Background: an optimization exercise with open tools, aiming at small area, a short achievable clock period and few clock cycles per item. Do not read the settings as production practice.
Where RTL was checked, it was by simulation tests only, not by an equivalence proof against the original.
Power and IR drop assume default switching activity.

Setup of trial 63:
// ica_conv_top
module ica_conv_top (
    input  logic        clk,
    input  logic        nreset,
    input  logic        start,
    input  logic [15:0] sample_in,
    input  logic        sample_valid,
    output logic        sample_ready,
    output logic        done,
    output logic [17:0] diff_norm,
    output logic        converged
);
    localparam logic [2:0] P_IDLE = 3'd0;   
    localparam logic [2:0] P_S1   = 3'd1;   
    localparam logic [2:0] P_ROT  = 3'd2;   
    localparam logic [2:0] P_LA   = 3'd3;   
    localparam logic [2:0] P_LB   = 3'd4;   
    localparam logic [2:0] P_M1   = 3'd5;   
    localparam logic [2:0] P_M2   = 3'd6;   
    logic [2:0]  phase, phase_n;
    logic [3:0]  s, s_n;           
    logic [1:0]  stp, stp_n;       
    logic        want_q, want_n;   
    logic        done_q, done_n;
    logic        pval, pval_n;     
    logic [15:0] p0, p1, p2, p3;   
    logic [19:0] x;                
    logic signed [19:0] y;
    logic        lo_h;             
    logic        take;
    assign sample_ready = start && want_q;
    assign take         = sample_ready && sample_valid;
    logic [15:0] pref;
    logic signed [16:0] d;
    logic signed [19:0] d4;
  ...
Size: about 120 flip-flops, about 41 I/O pins, roughly 18000 sq um of cells after synthesis.
make LEC_CHECK=0 CAP_MARGIN=20 CORE_MARGIN=2 CORE_UTILIZATION=60 PLACE_DENSITY=0.7 SETUP_SLACK_MARGIN=5 SLEW_MARGIN=20 finish   # period 9.0 ns
run.sh (not shown) runs the stock make flow with config.mk's settings and CLKGATE_MAP_FILE= SYNTH_SCRIPT=/design/flow/synth_recipe.tcl, a recipe that flattens the netlist after the stock synthesis.
What trial 53 does differently from trial 63 at the input level:
- SETUP_SLACK_MARGIN no longer set, was 5
Notes after the runs:
- Trial 53 went all the way through synthesis, placement and routing and the layout is clean on timing, DRC and antenna.
- Going from trial 63 to trial 53, number of non-clock buffers in the layout shrank by more than half.
- Core utilization in trial 53 vs trial 63: down 12 points
- Trial 63 was larger in final cell area than trial 53.
- Hold slack: trial 63 vs trial 53, no meaningful difference
Function was not checked in any run of this note: the RTL went through the layout flow alone.


ica_conv_top, a different RTL version from the one above (not shown whole).
Size in the first run: ~1100 cells after synthesis, roughly 130 flip-flops, about 41 I/O pins, about 10000 um2 of cells after synthesis.
// ica_conv_top
module ica_conv_top (
    input  logic        clk,
    input  logic        nreset,
    input  logic        start,
    input  logic [15:0] sample_in,
    input  logic        sample_valid,
    output logic        sample_ready,
    output logic        done,
    output logic [17:0] diff_norm,
    output logic        converged
);
Settings: LEC_CHECK=0, CAP_MARGIN=20, CORE_MARGIN=2, CORE_UTILIZATION=60, PLACE_DENSITY=0.7, SETUP_SLACK_MARGIN=4.6, SLEW_MARGIN=20; clock period 9.0 ns.
The first run finished clean.
Testbench counts at the start, summed over its fixed seeds: cycles 35,832, runs 512.
Then changed:
CTS_BUF_LIST = sky130_fd_sc_hd__clkbuf_8 sky130_fd_sc_hd__clkbuf_4   (was unset)
CTS_CLUSTER_DIAMETER = 150   (was unset)
CTS_CLUSTER_SIZE = 40   (was unset)
The new run went through all stages and came out clean.
Maximum frequency falls by 1.2%.
Non-clock buffer count shrinks by 6.
Synthesized area does not change.
Global-route usage fell by 0.43 points.
Combinational power hardly moves.
Cell area decreases by 1.7%.
Sequential share of layout area came out higher by 0.56 points.
Power shrinks by 11%.
Clock-buffer cell count is unchanged.
Then changed:
ABC_AREA = 1   (was unset)
SETUP_SLACK_MARGIN = 4.7   (was 4.6)
Effect: Clock power falls by 6.0%. Worst hold slack degrades by 4.1 ps. First-iteration DRC count falls by 6.3%. Global-route usage rises by 3.1 points. Final cell count rises by 22%. Routed wire length rises by 7.8%. Worst setup slack improves by 120 ps. Area after synthesis rises by 2.3%. Core utilization falls by 2.9 points. Combinational power rises by 130%. Power rises by 36%.


== rev 12 ==
Another version of the RTL of ica_conv_top (not shown whole).
Size in the first run: roughly 1500 cells after synthesis, ~120 flip-flops, ~14000 sq um of cells after synthesis.
make LEC_CHECK=0 CAP_MARGIN=20 CORE_MARGIN=2 CORE_UTILIZATION=60 PLACE_DENSITY=0.7 SETUP_SLACK_MARGIN=5 SLEW_MARGIN=20 finish   # period 9.0 ns
Both conditions hold for rev 12: the flow ran to the end and the final layout passed the timing, design-rule and antenna checks.
Edits applied to the flow inputs when going from rev 12 to rev 13:
Settings: SETUP_SLACK_MARGIN no longer set, was 5.
Notes after the runs:
Each of the runs, namely rev 12 and rev 13, reached the end of the flow and came out clean. Per the comparison of rev 13 with rev 12, critical path depth fell 1; multi-input combinational cell area fell 850 sq um; number of nets at the end of the flow fell 166. When rev 13 is set beside rev 12, its pre-CTS worst setup slack turns out to be 0.41 ns smaller. Clock tree buffer count of the final layout in rev 13 is 1 lower than in rev 12.
No run of this note included a check of the RTL's function; only the layout flow was run.


## lane 1
Another version of the RTL of ica_conv_top (not shown whole).
Size in the first run: about 1800 cells after synthesis, roughly 140 flip-flops, ~41 I/O pins.
==> flow/config.mk <==
export PLATFORM = sky130hd
export DESIGN_NAME = ica_conv_top
export DESIGN_NICKNAME = ica_conv_top
export VERILOG_FILES = /design/flow/design.v
export SDC_FILE = /design/flow/constraint.sdc
export NUM_CORES = 4
export LEC_CHECK = 0
export CAP_MARGIN = 20
export CORE_MARGIN = 2
export CORE_UTILIZATION = 60
export PLACE_DENSITY = 0.7
export SLEW_MARGIN = 20
==> flow/constraint.sdc <==
create_clock -name core_clock -period 9.0 [get_ports {clk}]
set_input_delay 1.8000 -clock core_clock [delete_from_list [all_inputs] [get_ports {clk}]]
set_output_delay 1.8000 -clock core_clock [all_outputs]
set_load 0.01 [all_outputs]
Lane 1 finished end to end and its layout was clean on timing, DRC and antenna.
Testbench counts of lane 1, summed over its fixed seeds: cycles 31,216, runs 512.
Input changes introduced in lane 2 (baseline for comparison: lane 1):
Settings: swapping 60 for 40 in CORE_UTILIZATION; swapping 0.7 for 0.6 in PLACE_DENSITY.
Findings:
Lane 2 falls short of lane 1 in die outline area. The clock power in lane 1 is 1.06 times that in lane 2. Per the comparison of lane 2 with lane 1, final wirelength up about 2%, count of mapped cells out of synthesis stayed essentially flat, count of clock buffers in the final design saw an increase, total chip power shows a reduction of about 2%, critical path data required time shows no meaningful change. Lane 2 ran to completion and came out clean on the timing, design-rule and antenna checks. Lane 2: share of the core filled with cells in the final layout is 22 points lower than what lane 1 reported. Setup slack in lane 2 is smaller than in lane 1.


Another version of the RTL of ica_conv_top (not shown whole).
For scale: about 1,200 cells after synthesis, roughly 130 flip-flops, roughly 41 I/O pins.
==> flow/design.v (excerpt) <==
module ica_conv_top (
    input  logic        clk,
    input  logic        nreset,
    input  logic        start,
    input  logic [15:0] sample_in,
    input  logic        sample_valid,
    output logic        sample_ready,
    output logic        done,
    output logic [17:0] diff_norm,
    output logic        converged
);
    localparam logic [2:0] P_IDLE = 3'd0;   
    localparam logic [2:0] P_S1   = 3'd1;   
    localparam logic [2:0] P_ROT  = 3'd2;   
    localparam logic [2:0] P_R15  = 3'd3;   
    localparam logic [2:0] P_MUL  = 3'd4;   
    logic [2:0]  phase, phase_n;
    logic [3:0]  sx, sx_n;         
    logic [3:0]  sy, sy_n;         
    logic [2:0]  mk, mk_n;         
    logic        minv, minv_n;     
    logic        mmode, mmode_n;   
    logic [1:0]  stp, stp_n;       
    logic        want_q, want_n;   
    logic        done_q, done_n;
    logic        pval, pval_n;     
    logic [15:0] p0, p1, p2, p3;   
    logic [19:0] x;                
    logic signed [21:0] y;
    logic        take;
  ...
export LEC_CHECK = 0
export CAP_MARGIN = 20
export CORE_MARGIN = 2
export CORE_UTILIZATION = 75
export PLACE_DENSITY = 0.85
export SETUP_SLACK_MARGIN = 5
export SLEW_MARGIN = 20
create_clock -name core_clock -period 9.0 [get_ports {clk}]
The baseline failed in global routing with DPL-0038.
Testbench counts at the start, summed over its fixed seeds: cycles 35,832, runs 512.
Then changed:
CORE_UTILIZATION = 60   (was 75)
PLACE_DENSITY = 0.7   (was 0.85)
Outcome: With this change the flow passed the timing, design-rule and antenna checks. Synthesized area does not change. Synthesized cell count is unchanged.


== job 5970 ==
The RTL this note starts from:
==> flow/design.v <==
`default_nettype none
package ica_pkg;
    localparam int DIM          = 4;
    localparam int SAMPLE_WIDTH = 16;
    localparam int NORM_WIDTH   = 18;
    localparam logic [NORM_WIDTH-1:0] THRESHOLD = NORM_WIDTH'(32);
    localparam logic [2:0] IDLE   = 3'd0;
    localparam logic [2:0] LOAD   = 3'd1;
    localparam logic [2:0] DIFF   = 3'd2;
    localparam logic [2:0] NORM   = 3'd3;
    localparam logic [2:0] REPORT = 3'd4;
endpackage
`default_nettype wire
`default_nettype none
package cordic_pkg;
    localparam int CORDIC_WIDTH  = 22;
    localparam int CORDIC_STAGES = 16;
    localparam int GUARD_BITS    = 2;
    localparam int GAIN_WIDTH = 16;
    localparam logic [GAIN_WIDTH-1:0] GAIN_INV = 16'd39797;
endpackage
`default_nettype wire
`timescale 1ns/1ps
`default_nettype none
module ica_conv_top (
    input  logic        clk,
    input  logic        nreset,
    input  logic        start,
    input  logic [15:0] sample_in,
    input  logic        sample_valid,
    output logic        sample_ready,
    output logic        done,
    output logic [17:0] diff_norm,
    output logic        converged
);
    localparam logic [2:0] P_IDLE = 3'd0;   
    localparam logic [2:0] P_S1   = 3'd1;   
    localparam logic [2:0] P_ROT  = 3'd2;   
    localparam logic [2:0] P_R15  = 3'd3;   
    localparam logic [2:0] P_MUL  = 3'd4;   
    logic [2:0]  phase, phase_n;
    logic [3:0]  sx, sx_n;         
    logic [3:0]  sy, sy_n;         
    logic        minv, minv_n;     
    logic        mcin, mcin_n;     
    logic        mmode, mmode_n;   
    logic [1:0]  stp, stp_n;       
    logic        want_q, want_n;   
    logic        done_q, done_n;
    logic        pval, pval_n;     
    logic [15:0] p0, p1, p2, p3;   
    logic [19:0] x;                
    logic signed [21:0] y;
    logic        take;
    assign sample_ready = start && want_q;
    assign take         = sample_ready && sample_valid;
    logic [15:0] pref;
    logic signed [16:0] d;
    logic signed [21:0] d4;
    assign pref = pval ? p0 : 16'd0;
    assign d    = {sample_in[15], sample_in} - {pref[15], pref};
    assign d4   = {{3{d[16]}}, d, 2'b0};
    logic        neg, xinv, xcin;
    logic [19:0] xs;
    logic signed [21:0] ys;
    logic [22:0] x_sum;
    logic [20:0] y_sum;
    logic [21:0] x_add;
    logic [19:0] x_rot;
    logic signed [19:0] y_rot;
    assign neg   = y[21];
    assign xs    = x >> sx;
    assign ys    = y >>> sy;
    assign xinv  = mmode ? minv : neg;
    assign xcin  = mmode ? mcin : neg;
    assign x_sum = {2'b0, x, 1'b1} + {ys ^ {22{xinv}}, xcin};
    assign y_sum = {y[19:0], 1'b1} + {xs ^ {20{!neg}}, !neg};
    assign x_add = x_sum[22:1];
    assign x_rot = x_add[19:0];
    assign y_rot = y_sum[20:1];
    logic signed [21:0] y_init;
    assign y_init = {1'b0, {1'b0, x[19:17]} + 4'd1, x[16:0]};
    always_ff @(posedge clk) begin
        if (take) begin
            p0 <= p1; p1 <= p2; p2 <= p3; p3 <= sample_in;
        end
    end
    always_ff @(posedge clk) begin
        case (phase)
            P_IDLE: if (take) begin
                x <= '0;
                y <= d4;
            end
            P_S1: if (take) begin
                x <= x_rot;                  
                y <= d4;
            end
            P_ROT: begin
                x <= x_rot;
                y <= 22'(y_rot);
            end
            P_R15: begin
                x <= x_rot;                  
                y <= y_init;
            end
            P_MUL: begin
                if (sx != 4'd5) begin
                    y <= x_add;
                end else if (take || stp == 2'd3) begin
                    x <= {x_add[20:3], 2'b0};
                    y <= d4;
                end
            end
            default: ;
        endcase
    end
    always_comb begin
        phase_n = phase;
        sx_n    = sx;
        sy_n    = sy;
        minv_n  = 1'b0;
        mcin_n  = 1'b0;
        mmode_n = 1'b0;
        stp_n   = stp;
        done_n  = done_q;
        pval_n  = pval;
        case (phase)
            P_IDLE: begin
                if (!start) done_n = 1'b0;
                if (take) phase_n = P_S1;
            end
            P_S1: if (take) begin
                phase_n = P_ROT;
                stp_n   = 2'd1;
            end
            P_ROT: begin
                sx_n = sx + 4'd1;
                sy_n = sy + 4'd1;
                if (sx == 4'd14) phase_n = P_R15;
            end
            P_R15: begin
                phase_n = P_MUL;
                sx_n    = '0;
                sy_n    = 4'd2;
                mmode_n = 1'b1;
                mcin_n  = neg && (&x[1:0]);
            end
            P_MUL: begin
                sx_n    = sx + 4'd1;
                mmode_n = 1'b1;
                case (sx)
                    4'd0: begin sy_n = 4'd2; minv_n = 1'b1; end
                    4'd1: begin sy_n = 4'd3; end
                    4'd2: begin sy_n = 4'd3; end
                    4'd3: begin sy_n = 4'd3; minv_n = 1'b1; end
                    4'd4: begin sy_n = 4'd2; end
                    default: begin
                        sy_n    = '0;
                        sx_n    = '0;
                        mmode_n = 1'b0;
                        if (stp == 2'd3) begin
                            phase_n = P_IDLE;
                            done_n  = 1'b1;
                            pval_n  = 1'b1;
                        end else if (take) begin
                            phase_n = P_ROT;
                            stp_n   = stp + 2'd1;
                        end else begin
                            sy_n    = sy;
                            sx_n    = sx;
                            mmode_n = 1'b1;
                        end
                    end
                endcase
            end
            default: phase_n = P_IDLE;
        endcase
        want_n = (phase_n == P_IDLE && !done_n) || phase_n == P_S1 ||
                 (phase_n == P_MUL && sx_n == 4'd5 && stp_n != 2'd3);
    end
    always_ff @(posedge clk) begin
        if (!nreset) begin
            phase  <= P_IDLE;
            sx     <= '0;
            sy     <= '0;
            minv   <= 1'b0;
            mcin   <= 1'b0;
            mmode  <= 1'b0;
            stp    <= '0;
            want_q <= 1'b0;
            done_q <= 1'b0;
            pval   <= 1'b0;
        end else begin
            phase  <= phase_n;
            sx     <= sx_n;
            sy     <= sy_n;
            minv   <= minv_n;
            mcin   <= mcin_n;
            mmode  <= mmode_n;
            stp    <= stp_n;
            want_q <= want_n;
            done_q <= done_n;
            pval   <= pval_n;
        end
    end
    assign done      = done_q && start;
    assign diff_norm = x[19:2];
    assign converged = (x[19:2] <= 18'd32);
endmodule
`default_nettype wire
clock: 9.0 ns
lec_check: 0
cap_margin: 20
core_margin: 2
core_utilization: 60
cts_buf_list: sky130_fd_sc_hd__clkbuf_8 sky130_fd_sc_hd__clkbuf_4
cts_cluster_diameter: 150
cts_cluster_size: 40
place_density: 0.7
setup_slack_margin: 4.3
slew_margin: 20
Testbench counts of job 5970, summed over its fixed seeds: cycles 35,832, runs 512.
> inputs changed (job 5970 -> job 1334)
- an added ABC_AREA of 1
- a change of SETUP_SLACK_MARGIN from 4.3 to 5.0
### Flow results
- Compared with job 5970, job 1334 shows a final cell count without fillers that is 343 higher.
- According to the power report, total power for job 1334 is higher than for job 5970.
- Between job 1334 and job 5970, the non-clock inverter instance count of the final layout is lower for job 5970.
- Launch point of the critical path: sy[1] -> job 5970, x[9] -> job 1334
For job 2714, these inputs were changed with respect to job 1334:
- SETUP_SLACK_MARGIN changed from 5.0 to 4.8
- ABC_AREA removed (was 1)
### Flow results
Per the final summary, job 2714 finished and its layout is clean on timing, DRC and antenna.
Between job 1334 and job 2714, the wire length is lower for job 2714.
Compared with job 1334, in job 2714 area of the die fell by about 2.2%, utilization +4.3 points, number of buffers outside the clock class in the layout went up.
Final-layout worst hold slack essentially unchanged between job 1334 and job 2714.
Of job 1334 and job 2714, the lower via count of the first global-routing pass belongs to job 2714.
Instance count on the critical path is higher on job 1334


RTL: the design.v shown in full above, as it stands there.
==> flow/config.mk <==
export PLATFORM = sky130hd
export DESIGN_NAME = ica_conv_top
export DESIGN_NICKNAME = ica_conv_top
export VERILOG_FILES = /design/flow/design.v
export SDC_FILE = /design/flow/constraint.sdc
export NUM_CORES = 4
export LEC_CHECK = 0
export CAP_MARGIN = 20
export CORE_MARGIN = 2
export CORE_UTILIZATION = 60
export PLACE_DENSITY = 0.7
export SETUP_SLACK_MARGIN = 5
export SLEW_MARGIN = 20
==> flow/constraint.sdc <==
create_clock -name core_clock -period 9.0 [get_ports {clk}]
set_input_delay 1.8000 -clock core_clock [delete_from_list [all_inputs] [get_ports {clk}]]
set_output_delay 1.8000 -clock core_clock [all_outputs]
set_load 0.01 [all_outputs]
The baseline produced a clean layout.
Testbench counts at the start, summed over its fixed seeds: cycles 35,832, runs 512.
Edit:
Settings changed: ABC_AREA set to 1, CORE_UTILIZATION 60 to 65, CTS_BUF_LIST set to sky130_fd_sc_hd__clkbuf_8 sky130_fd_sc_hd__clkbuf_4, CTS_CLUSTER_DIAMETER set to 150, CTS_CLUSTER_SIZE set to 40, PLACE_DENSITY 0.7 to 0.75, SETUP_SLACK_MARGIN 5 to 4.9.
Outcome: Final area went down by 11%. Wire length is lower by 3.7%. Combinational power climbs by 89%. Worst hold slack gets better by 0.0089 ns.
Edit:
Settings changed: ABC_AREA 1 to unset, CORE_UTILIZATION 65 to 60, PLACE_DENSITY 0.75 to 0.7, SETUP_SLACK_MARGIN 4.9 to 4.0.
=> Setup slack is worse by 0.71 ns; die area is higher by 5.7%; power went down by 31%; final cell count shrinks by 20%; synthesized cell count is lower by 21%; non-clock buffer count falls by 31.

[what the ideal ports hide]
The flow's constraints put no driver on any port. The routed layouts listed below were extracted and timed again, unchanged, in two steps. Step 1: set_driving_cell puts a clkbuf_16 on clk and a buf_2 on each other input, an assumption about the parent block. Step 2 adds t to the input delays and takes it off the output delays; t is the mean of the earliest and latest rising clock arrival at the registers after step 1. Input paths then give back, and output paths get back, about the clock's delay inside the block. Three values: ideal, step 1, step 2; two values: the first two.
run	t, ns	setup slack, ns	worst setup path after step 2	worst data-port slew with drivers (ns)
trial 63	0.484	3.476 / 3.476 / 3.476	register to register	0.04
trial 53	0.491	2.482 / 2.482 / 2.482	register to register	0.04
the first run of note 2	0.477	4.708 / 4.659 / 4.323	input to register	0.05
the second run of note 2	0.489	4.654 / 4.616 / 4.325	input to register	0.04
the third run of note 2	0.506	4.774 / 4.756 / 4.397	input to register	0.03
rev 12	0.480	4.694 / 4.694 / 4.534	input to register	0.03
rev 13	0.475	4.007 / 4.024 / 3.557	input to register	0.03
lane 1	0.477	3.238 / 3.238 / 3.238	register to register	0.03
lane 2	0.495	3.195 / 3.195 / 3.195	register to register	0.05
the second run of note 5	0.474	4.711 / 4.711 / 4.493	input to register	0.04
job 5970	0.504	4.461 / 4.461 / 4.031	input to register	0.05
job 1334	0.503	4.977 / 4.977 / 4.523	input to register	0.04
job 2714	0.505	4.842 / 4.842 / 4.452	input to register	0.04
the first run of note 7	0.475	4.756 / 4.756 / 4.548	input to register	0.05
the second run of note 7	0.511	4.928 / 4.885 / 4.601	input to register	0.05
the third run of note 7	0.503	4.222 / 4.200 / 3.881	input to register	0.04
After both steps every run listed still meets setup and hold. The setup slack of job 1334, which loses most, moves by 0.000 ns with the drivers and by -0.454 ns with both steps.
